This is an optimization exercise on Yosys and OpenROAD, whose aim is small area and a short achievable clock period, not a production implementation.
RTL that was checked went through simulation tests only; none was proved equivalent to the original.
Power and IR drop assume default switching activity.

==> flow/design.v <==
module d_mem_responder #(
   parameter int unsigned DEPTH       = 64,
   parameter int unsigned WAIT_CYCLES = 2
) (
   input  logic        clock,
   input  logic        reset,
   input  logic        req_valid,
   output logic        req_ready,
   input  logic        req_we,
   input  logic [31:0] req_addr,
   input  logic [31:0] req_wdata,
   output logic        rsp_valid,
   input  logic        rsp_ready,
   output logic [31:0] rsp_rdata,
   output logic        rsp_err,
   output logic        busy
);
   localparam int NR  = 21;     
   localparam int SGL = 21;     
   logic busy_q, rsp_q, w2_q, w1_q, w0_q;
   logic st0_q;                 
   logic wen0_q;                
   logic wen0n_q;               
   logic          we_q, mis_q;
   logic [NR:0]   sel_q;        
   logic [2:0]    w_q;          
   logic          hit;          
   logic          flip;         
   logic [31:0]   r_q;          
   logic          p1_q;         
   logic          wen12_q;      
   logic          wen12n_q;     
   logic [2:0]    t_q;          
   logic          accept, ld_wait, rd_now;
   logic          req_mis;
   logic [5:0]    req_idx;
   logic [NR:0]   req_sel;
   logic [2:0]    req_w;
   logic [2:0]    t_d;
   assign req_mis = |req_addr[1:0];
   assign req_idx = req_addr[7:2];
   logic [3:0] req_k;
   logic       req_j3;
   assign req_k  = req_idx[5:2];
   assign req_j3 = (req_idx[1:0] == 2'd3);
   for (genvar r = 0; r < 16; r++) begin : g_sel_lo
      assign req_sel[r] = !req_j3 && (req_k == 4'(r));
   end
   for (genvar m = 0; m < 5; m++) begin : g_sel_hi
      assign req_sel[16 + m] = req_j3 && ((req_k == 4'(3 * m)) ||
                                          (req_k == 4'(3 * m + 1)) ||
                                          (req_k == 4'(3 * m + 2)));
   end
   assign req_sel[SGL] = req_j3 && (req_k == 4'd15);
   for (genvar w = 0; w < 3; w++) begin : g_word
      assign req_w[w] = req_j3 ? ((req_k == 4'(w)) || (req_k == 4'(w + 3)) ||
                                  (req_k == 4'(w + 6)) || (req_k == 4'(w + 9)) ||
                                  (req_k == 4'(w + 12)))
                               : (req_idx[1:0] == 2'(w));
   end
   assign accept = req_valid && !busy_q && !reset;
   logic [2:0] htn_q, ftn_q;
   logic [2:0] htnn, ftnn;      
   assign t_d = (t_q >= 3'd5) ? 3'd0 : t_q + 3'd1;
   always_comb begin
      unique case (t_q)
         3'd0:    begin htnn = 3'b001; ftnn = 3'b000; end   
         3'd1:    begin htnn = 3'b100; ftnn = 3'b100; end   
         3'd2:    begin htnn = 3'b010; ftnn = 3'b010; end   
         3'd3:    begin htnn = 3'b001; ftnn = 3'b001; end   
         3'd4:    begin htnn = 3'b100; ftnn = 3'b000; end   
         3'd5:    begin htnn = 3'b010; ftnn = 3'b000; end   
         default: begin htnn = 3'b010; ftnn = 3'b000; end   
      endcase
   end
   logic hit_d;
   assign hit_d = |(w_q & htn_q) || sel_q[SGL];
   logic hit_q, flip_q, hit_n, flip_n;
   always_comb begin
      if (accept) begin
         hit_n  = |(req_w & htn_q) || req_sel[SGL];
         flip_n = |(req_w & ftn_q) || (req_sel[SGL] && t_d[0]);
      end else begin
         hit_n  = hit_d;
         flip_n = |(w_q & ftn_q) || (sel_q[SGL] && t_d[0]);
      end
   end
   assign hit  = hit_q;
   assign flip = flip_q;
   always_ff @(posedge clock or posedge reset) begin
      if (reset) begin
         busy_q <= 1'b0;
         rsp_q  <= 1'b0;
         w2_q   <= 1'b0;
         w1_q   <= 1'b0;
         w0_q   <= 1'b0;
         st0_q  <= 1'b0;
         wen0_q <= 1'b0;
         wen0n_q <= 1'b1;
      end else begin
         w2_q  <= req_valid && !busy_q;
         w1_q  <= w2_q;
         w0_q  <= w1_q;
         st0_q <= w1_q && we_q && !mis_q;
         wen0_q <= w1_q && we_q && !mis_q && hit_d;
         wen0n_q <= !(w1_q && we_q && !mis_q && hit_d);
         if (!busy_q)       busy_q <= req_valid;
         else if (rsp_q && rsp_ready) busy_q <= 1'b0;
         if (w0_q)          rsp_q <= 1'b1;
         else if (rsp_ready) rsp_q <= 1'b0;
      end
   end
   always_ff @(posedge clock) begin
      t_q    <= t_d;
      htn_q  <= htnn;
      ftn_q  <= ftnn;
      hit_q  <= hit_n;
      flip_q <= flip_n;
      p1_q   <= st0_q;
      wen12_q <= (st0_q || p1_q) && hit_d;
      wen12n_q <= !((st0_q || p1_q) && hit_d);
      if (accept) begin
         we_q  <= req_we;
         mis_q <= req_mis;
         sel_q <= req_sel;
         w_q   <= req_w;
      end
   end
   assign ld_wait = (w2_q || w1_q || w0_q) && !we_q && !mis_q;
   assign rd_now  = ld_wait && hit;
   logic [31:0] ring_p0 [NR];
   logic [31:0] ring_p1 [NR];
   logic [31:0] ring_p2 [NR];
   logic [31:0] single_q;
   logic [31:0] wdata_x;        
   assign wdata_x = r_q ^ {32{flip}};
   for (genvar g = 0; g < NR; g++) begin : g_ring
      logic wr, wr_n;
      logic [31:0] d0;
      assign wr   = (wen0_q || wen12_q) && sel_q[g];
      assign wr_n = (wen0n_q && wen12n_q) || !sel_q[g];
      for (genvar b = 0; b < 32; b++) begin : g_bit
         dmr_ring_in u_in (.sel(wr), .sel_n(wr_n), .d1(wdata_x[b]),
                           .d0(ring_p2[g][b]), .y(d0[b]));
      end
      always_ff @(posedge clock) begin
         ring_p0[g] <= d0;
         ring_p1[g] <= ring_p0[g];
         ring_p2[g] <= ring_p1[g];
      end
   end
   begin : g_single
      logic wr, wr_n;
      logic [31:0] d0;
      assign wr   = (wen0_q || wen12_q) && sel_q[SGL];
      assign wr_n = (wen0n_q && wen12n_q) || !sel_q[SGL];
      for (genvar b = 0; b < 32; b++) begin : g_bit
         dmr_ring_in u_in (.sel(wr), .sel_n(wr_n), .d1(wdata_x[b]),
                           .d0(single_q[b]), .y(d0[b]));
      end
      always_ff @(posedge clock) single_q <= d0;
   end
   logic [31:0] rd_ring, rd_word;
   always_comb begin
      rd_ring = 32'd0;
      for (int g = 0; g < NR; g++) rd_ring = rd_ring | (ring_p2[g] & {32{sel_q[g]}});
      rd_ring = rd_ring | (single_q & {32{sel_q[SGL]}});
   end
   assign rd_word = rd_ring ^ {32{flip}};
   always_ff @(posedge clock) begin
      if (accept)      r_q <= req_mis ? 32'd0 : req_wdata;
      else if (rd_now) r_q <= rd_word;
   end
   assign req_ready = !busy_q && !reset;
   assign rsp_valid = rsp_q;
   assign rsp_rdata = r_q;
   assign rsp_err   = mis_q;
   assign busy      = busy_q;
endmodule
module dmr_ring_in (
   input  logic sel,
   input  logic sel_n,
   input  logic d1,
   input  logic d0,
   output logic y
);
   assign y = ~((sel_n | d1) & (sel | d0));
endmodule
==> flow/config.mk <==
export PLATFORM = sky130hd
export DESIGN_NAME = d_mem_responder
export DESIGN_NICKNAME = d_mem_responder
export VERILOG_FILES = /design/flow/design.v
export SDC_FILE = /design/flow/constraint.sdc
export NUM_CORES = 4
export LEC_CHECK = 0
export CAP_MARGIN = 20
export CORE_MARGIN = 2
export CORE_UTILIZATION = 55
export PLACE_DENSITY = 0.75
export SETUP_SLACK_MARGIN = 1.9
export SLEW_MARGIN = 20
export SYNTH_HIERARCHICAL = 1
export SYNTH_MINIMUM_KEEP_SIZE = 0
==> flow/constraint.sdc <==
create_clock -name core_clock -period 4.0 [get_ports {clock}]
set_input_delay 0.8000 -clock core_clock [delete_from_list [all_inputs] [get_ports {clock}]]
set_output_delay 0.8000 -clock core_clock [all_outputs]
set_load 0.01 [all_outputs]
standard.sh (not shown) runs the stock make flow with config.mk's settings and CLKGATE_MAP_FILE= SYNTH_SCRIPT=/design/flow/synth_recipe.tcl, a recipe that flattens the netlist after the stock synthesis.
==> flow/flow/run.sh <==
#!/bin/bash
# Standard layout, with port buffers of a faster cell than buffer_ports picks
# and a clock tree with larger sink clusters.
set -euo pipefail
bash standard.sh finish \
  "BUFFER_PORTS_ARGS=-buffer_cell sky130_fd_sc_hd__buf_4" \
  "CTS_ARGS=-sink_clustering_enable -repair_clock_nets -sink_clustering_size 30 -sink_clustering_max_diameter 120 -buf_list sky130_fd_sc_hd__clkbuf_16" \
  > layout_make.log 2>&1
The first run completed with no timing, DRC or antenna violations.
Change:
CORE_UTILIZATION = 60   (was 55)
SETUP_SLACK_MARGIN = 1.75   (was 1.9)
- wire length goes down by 0.36%
- global-route usage goes up by 3.2 points
- first-iteration DRC count goes up by 1.1%
- fmax goes down by 6.1%
Change:
SETUP_SLACK_MARGIN = 1.9   (was 1.75)
What happened: The changed run went through all stages and came out clean; non-clock buffer count came out higher by 91; sequential power stays flat; worst setup slack improved by 0.16 ns; routed wire length came out higher by about 4%; count of clock-buffer cells in the layout came out lower by 3; total power came out higher by 0.69%; area after synthesis stays the same; die area stays the same.
Change:
SETUP_SLACK_MARGIN = 1.95   (was 1.9)
Effect: The new run produced a clean layout. Critical path depth is unchanged. Die area does not change. Global-route usage barely changes. Final area went up by 1.0%. Non-clock buffer count went up by 34. First-iteration DRC count goes up by about 5.5%.

---

Another version of the RTL of d_mem_responder (not shown whole).
Size: about 3,600 cells after synthesis, roughly 2,100 flip-flops, about 53,000 µm² of cells after synthesis.
clock: 4.0 ns
lec_check: 0
cap_margin: 20
core_margin: 2
core_utilization: 40
setup_slack_margin: 1.6
slew_margin: 20
synth_hierarchical: 1
synth_minimum_keep_size: 0
==> flow/flow/run.sh <==
#!/bin/bash
# Standard layout, with port buffers of a faster cell than buffer_ports picks
# and a clock tree with larger sink clusters.
set -euo pipefail
bash standard.sh finish \
  "BUFFER_PORTS_ARGS=-buffer_cell sky130_fd_sc_hd__buf_4" \
  "MATCH_CELL_FOOTPRINT=0" \
  "CTS_ARGS=-sink_clustering_enable -repair_clock_nets -sink_clustering_size 30 -sink_clustering_max_diameter 120 -buf_list sky130_fd_sc_hd__clkbuf_16" \
  > layout_make.log 2>&1
Change:
--- a/flow/flow/run.sh
+++ b/flow/flow/run.sh
@@ -5,5 +5,4 @@
 bash standard.sh finish \
   "BUFFER_PORTS_ARGS=-buffer_cell sky130_fd_sc_hd__buf_4" \
-  "MATCH_CELL_FOOTPRINT=0" \
   "CTS_ARGS=-sink_clustering_enable -repair_clock_nets -sink_clustering_size 30 -sink_clustering_max_diameter 120 -buf_list sky130_fd_sc_hd__clkbuf_16" \
   > layout_make.log 2>&1
--- a/flow/config.mk
+++ b/flow/config.mk
@@ -9,5 +9,5 @@
 export CORE_MARGIN = 2
 export CORE_UTILIZATION = 40
-export SETUP_SLACK_MARGIN = 1.6
+export SETUP_SLACK_MARGIN = 1.8
 export SLEW_MARGIN = 20
 export SYNTH_HIERARCHICAL = 1
The new run produced a clean layout.
Setup slack is worse by 0.011 ns.
Sequential cell count is unchanged.
Global-route usage came out higher by 0.82 points.
Final area came out higher by 7.1%.
Change:
--- a/flow/config.mk
+++ b/flow/config.mk
@@ -9,5 +9,5 @@
 export CORE_MARGIN = 2
 export CORE_UTILIZATION = 40
-export SETUP_SLACK_MARGIN = 1.8
+export SETUP_SLACK_MARGIN = 1.6
 export SLEW_MARGIN = 20
 export SYNTH_HIERARCHICAL = 1
Outcome:
- The new run passed the timing, design-rule and antenna checks
- count of clock-buffer cells in the layout went down by 2
- routed wire length went down by 9.8%
- cell count went down by 2.6%
- setup slack improved by 0.011 ns

---

d_mem_responder, a different RTL version from the one above (not shown whole).
Size: roughly 3600 cells after synthesis, ~2100 flip-flops, roughly 110 I/O pins.
==> flow/config.mk <==
export PLATFORM = sky130hd
export DESIGN_NAME = d_mem_responder
export DESIGN_NICKNAME = d_mem_responder
export VERILOG_FILES = /design/flow/design.v
export SDC_FILE = /design/flow/constraint.sdc
export NUM_CORES = 4
export LEC_CHECK = 0
export CAP_MARGIN = 20
export CORE_MARGIN = 2
export CORE_UTILIZATION = 40
export SETUP_SLACK_MARGIN = 1.75
export SLEW_MARGIN = 20
export SYNTH_HIERARCHICAL = 1
export SYNTH_MINIMUM_KEEP_SIZE = 0
==> flow/constraint.sdc <==
create_clock -name core_clock -period 4.0 [get_ports {clock}]
set_input_delay 0.8000 -clock core_clock [delete_from_list [all_inputs] [get_ports {clock}]]
set_output_delay 0.8000 -clock core_clock [all_outputs]
set_load 0.01 [all_outputs]
==> flow/flow/run.sh <==
#!/bin/bash
# Standard layout, with port buffers of a faster cell than buffer_ports picks
# and a clock tree with larger sink clusters.
set -euo pipefail
bash standard.sh finish \
  "BUFFER_PORTS_ARGS=-buffer_cell sky130_fd_sc_hd__buf_4" \
  "CTS_ARGS=-sink_clustering_enable -repair_clock_nets -sink_clustering_size 30 -sink_clustering_max_diameter 120 -buf_list sky130_fd_sc_hd__clkbuf_16" \
  > layout_make.log 2>&1
==> next run, changes <==
--- a/flow/config.mk
+++ b/flow/config.mk
@@ -11 +11 @@
-export SETUP_SLACK_MARGIN = 1.75
+export SETUP_SLACK_MARGIN = 1.6
What happened: Total power rises by 0.39%. Routed wire length went up by 0.44%. Worst setup slack is worse by 0.092 ns. Register-to-register slack is worse by 0.09 ns. Final area fell by 0.70%. Clock-buffer cell count climbs by 1. Clock power barely changes. Utilization came out lower by 0.32 points.
No functional check of the RTL was part of any run of this note.

---

d_mem_responder, a different RTL version from the one above (not shown whole).
Size: roughly 0.054 mm2 of cells after synthesis.
export LEC_CHECK = 0
export CAP_MARGIN = 20
export CORE_MARGIN = 2
export CORE_UTILIZATION = 40
export SETUP_SLACK_MARGIN = 1.75
export SLEW_MARGIN = 20
export SYNTH_HIERARCHICAL = 1
export SYNTH_MINIMUM_KEEP_SIZE = 0
create_clock -name core_clock -period 4.0 [get_ports {clock}]
Scripts as last shown in full above: flow/flow/run.sh
Next try:
--- a/flow/config.mk
+++ b/flow/config.mk
@@ -11 +11 @@
-export SETUP_SLACK_MARGIN = 1.75
+export SETUP_SLACK_MARGIN = 1.6
Result:
- fmax goes down by 4.2%
- power hardly moves
- worst hold slack improved by 0.032 ns
- design area goes down by 1.5%
- via count goes down by 1.2%
- setup slack got worse by 0.10 ns
- first-iteration DRC count barely changes
- count of clock-buffer cells in the layout goes up by 2
- sequential power hardly moves
- synthesized cell count is unchanged
- global-route usage goes down by 0.34 points
No functional check of the RTL was part of any run of this note.

---

== job 8713 ==
d_mem_responder, a different RTL version from the one above (not shown whole).
Size: about 2100 flip-flops, about 110 I/O pins.
export LEC_CHECK = 0
export CAP_MARGIN = 20
export CORE_MARGIN = 2
export CORE_UTILIZATION = 40
export SETUP_SLACK_MARGIN = 2.0
export SLEW_MARGIN = 20
export SYNTH_HIERARCHICAL = 1
export SYNTH_MINIMUM_KEEP_SIZE = 0
create_clock -name core_clock -period 4.0 [get_ports {clock}]
Scripts as last shown in full above: flow/flow/run.sh
No stage failed in job 8713, and the final checks on the layout all came back clean.
The inputs of job 1219 differ from those of job 8713 as listed below.
- a change of SETUP_SLACK_MARGIN from 2.0 to 1.6
### Flow results
- Compare job 8713 and job 1219 | sequential share of cell area lower: job 8713
- Job 1219 vs. job 8713: routed wire length moved down, power in the clock group fell about 2%, critical path depth grew by 1, final cell count has decreased, number of nets at the end of the flow lower.
- The run with more setup slack is job 8713; job 1219 has less.
- Filler cell count, job 1219 vs job 8713: up by more than 10%
- Job 1219 against job 8713; post-CTS setup buffer count is down by more than half.
> inputs changed (job 1219 -> job 6177)
- a change of CORE_UTILIZATION from 40 to 60
## What came out
- Job 6177 vs job 1219 — proportion of cell area occupied by registers rose 0.76 points.
- Going from job 1219 to job 6177, wire length now sits higher; final instance area now sits lower; number of diodes added for antenna fixing now sits lower.
- From job 6177 to job 1219, number of I/O pins did not move at all.
- Between job 1219 and job 6177, the flow reports area of the die decreasing by more than a quarter.
No functional check of the RTL was part of any run of this note.

---

## rev 12
Another version of the RTL of d_mem_responder (not shown whole).
Size: about 3500 cells after synthesis, roughly 110 I/O pins, roughly 52000 um^2 of cells after synthesis.
clock: 4.0 ns
lec_check: 0
cap_margin: 20
core_margin: 2
core_utilization: 40
setup_slack_margin: 2.0
slew_margin: 20
synth_hierarchical: 1
synth_minimum_keep_size: 0
run.sh (not shown) runs the stock make flow with config.mk's settings and CLKGATE_MAP_FILE= SYNTH_SCRIPT=/design/flow/synth_recipe.tcl, a recipe that flattens the netlist after the stock synthesis.
Stock flow here: none of the scripts above is used.
--- input diff rev 12..rev 13 ---
diff --git a/flow/config.mk b/flow/config.mk
--- a/flow/config.mk
+++ b/flow/config.mk
@@ -11 +11 @@
-export SETUP_SLACK_MARGIN = 2.0
+export SETUP_SLACK_MARGIN = 1.5
### Flow results
Rev 13: flow completed, timing, DRC and antenna clean. Per the comparison of rev 13 with rev 12, power has increased; clock period minus worst slack has increased; net load switching power has increased. The lower largest incremental delay on the critical path of rev 13 and rev 12 is in rev 12.
No run of this note included a check of the RTL's function; only the layout flow was run.

## static timing again, ports no longer ideal
In the flow no input, the clock included, has a driving cell. The finished layouts below were timed again as built, in two steps.
Step 1, drivers: a clkbuf_16 drives clock and a buf_2 each remaining input, both assumed.
Step 2 also shifts input and output timing later by t, the mid clock arrival at the registers, as if the neighbouring blocks saw the same clock.
a / b / c = ideal ports / drivers / drivers and shift; a / b = the first two.
| run | t (ns) | setup WS [ns] | hold WS [ns] | slew at the worst register clock pin (ns) |
|---|---|---|---|---|
| the first run of note 1 | 0.756 | 1.762 / 1.687 / 1.558 | 0.139 / 0.086 / 0.315 | 0.12 / 0.12 |
| the second run of note 1 | 0.750 | 1.616 / 1.616 / 1.422 | 0.156 / 0.102 / 0.310 | 0.11 / 0.11 |
| the third run of note 1 | 0.754 | 1.781 / 1.708 / 1.548 | 0.016 / -0.035 / 0.324 | 0.12 / 0.12 |
| the fourth run of note 1 | 0.744 | 1.750 / 1.675 / 1.691 | 0.190 / 0.135 / 0.315 | 0.11 / 0.11 |
| the first run of note 2 | 0.763 | 1.637 / 1.637 / 1.116 | 0.271 / 0.240 / 0.316 | 0.12 / 0.12 |
| the second run of note 2 | 0.772 | 1.625 / 1.625 / 1.151 | 0.270 / 0.221 / 0.328 | 0.12 / 0.12 |
| the third run of note 2 | 0.763 | 1.636 / 1.636 / 1.115 | 0.271 / 0.240 / 0.316 | 0.12 / 0.12 |
| the first run of note 3 | 0.758 | 1.700 / 1.700 / 1.035 | 0.168 / 0.116 / 0.308 | 0.12 / 0.12 |
| the second run of note 3 | 0.762 | 1.608 / 1.608 / 1.115 | 0.075 / 0.018 / 0.299 | 0.12 / 0.12 |
| the first run of note 4 | 0.760 | 1.689 / 1.662 / 1.156 | 0.026 / -0.038 / 0.293 | 0.12 / 0.12 |
| the second run of note 4 | 0.740 | 1.588 / 1.588 / 1.148 | 0.057 / -0.004 / 0.293 | 0.12 / 0.12 |
| job 8713 | 0.754 | 1.508 / 1.508 / 1.037 | 0.083 / 0.043 / 0.315 | 0.12 / 0.12 |
| job 1219 | 0.728 | 1.467 / 1.467 / 0.935 | 0.079 / 0.038 / 0.319 | 0.12 / 0.12 |
| job 6177 | 0.728 | 1.406 / 1.406 / 0.882 | 0.100 / 0.054 / 0.315 | 0.12 / 0.12 |
| rev 12 | 0.864 | 0.870 / 0.870 / 0.743 | 0.064 / 0.004 / 0.311 | 0.07 / 0.07 |
| rev 13 | 0.882 | 0.627 / 0.627 / 0.627 | 0.220 / 0.165 / 0.303 | 0.08 / 0.08 |
After both steps every run listed still meets setup and hold. The setup slack of the first run of note 3, which loses most, moves by 0.000 ns with the drivers and by -0.665 ns with both steps.
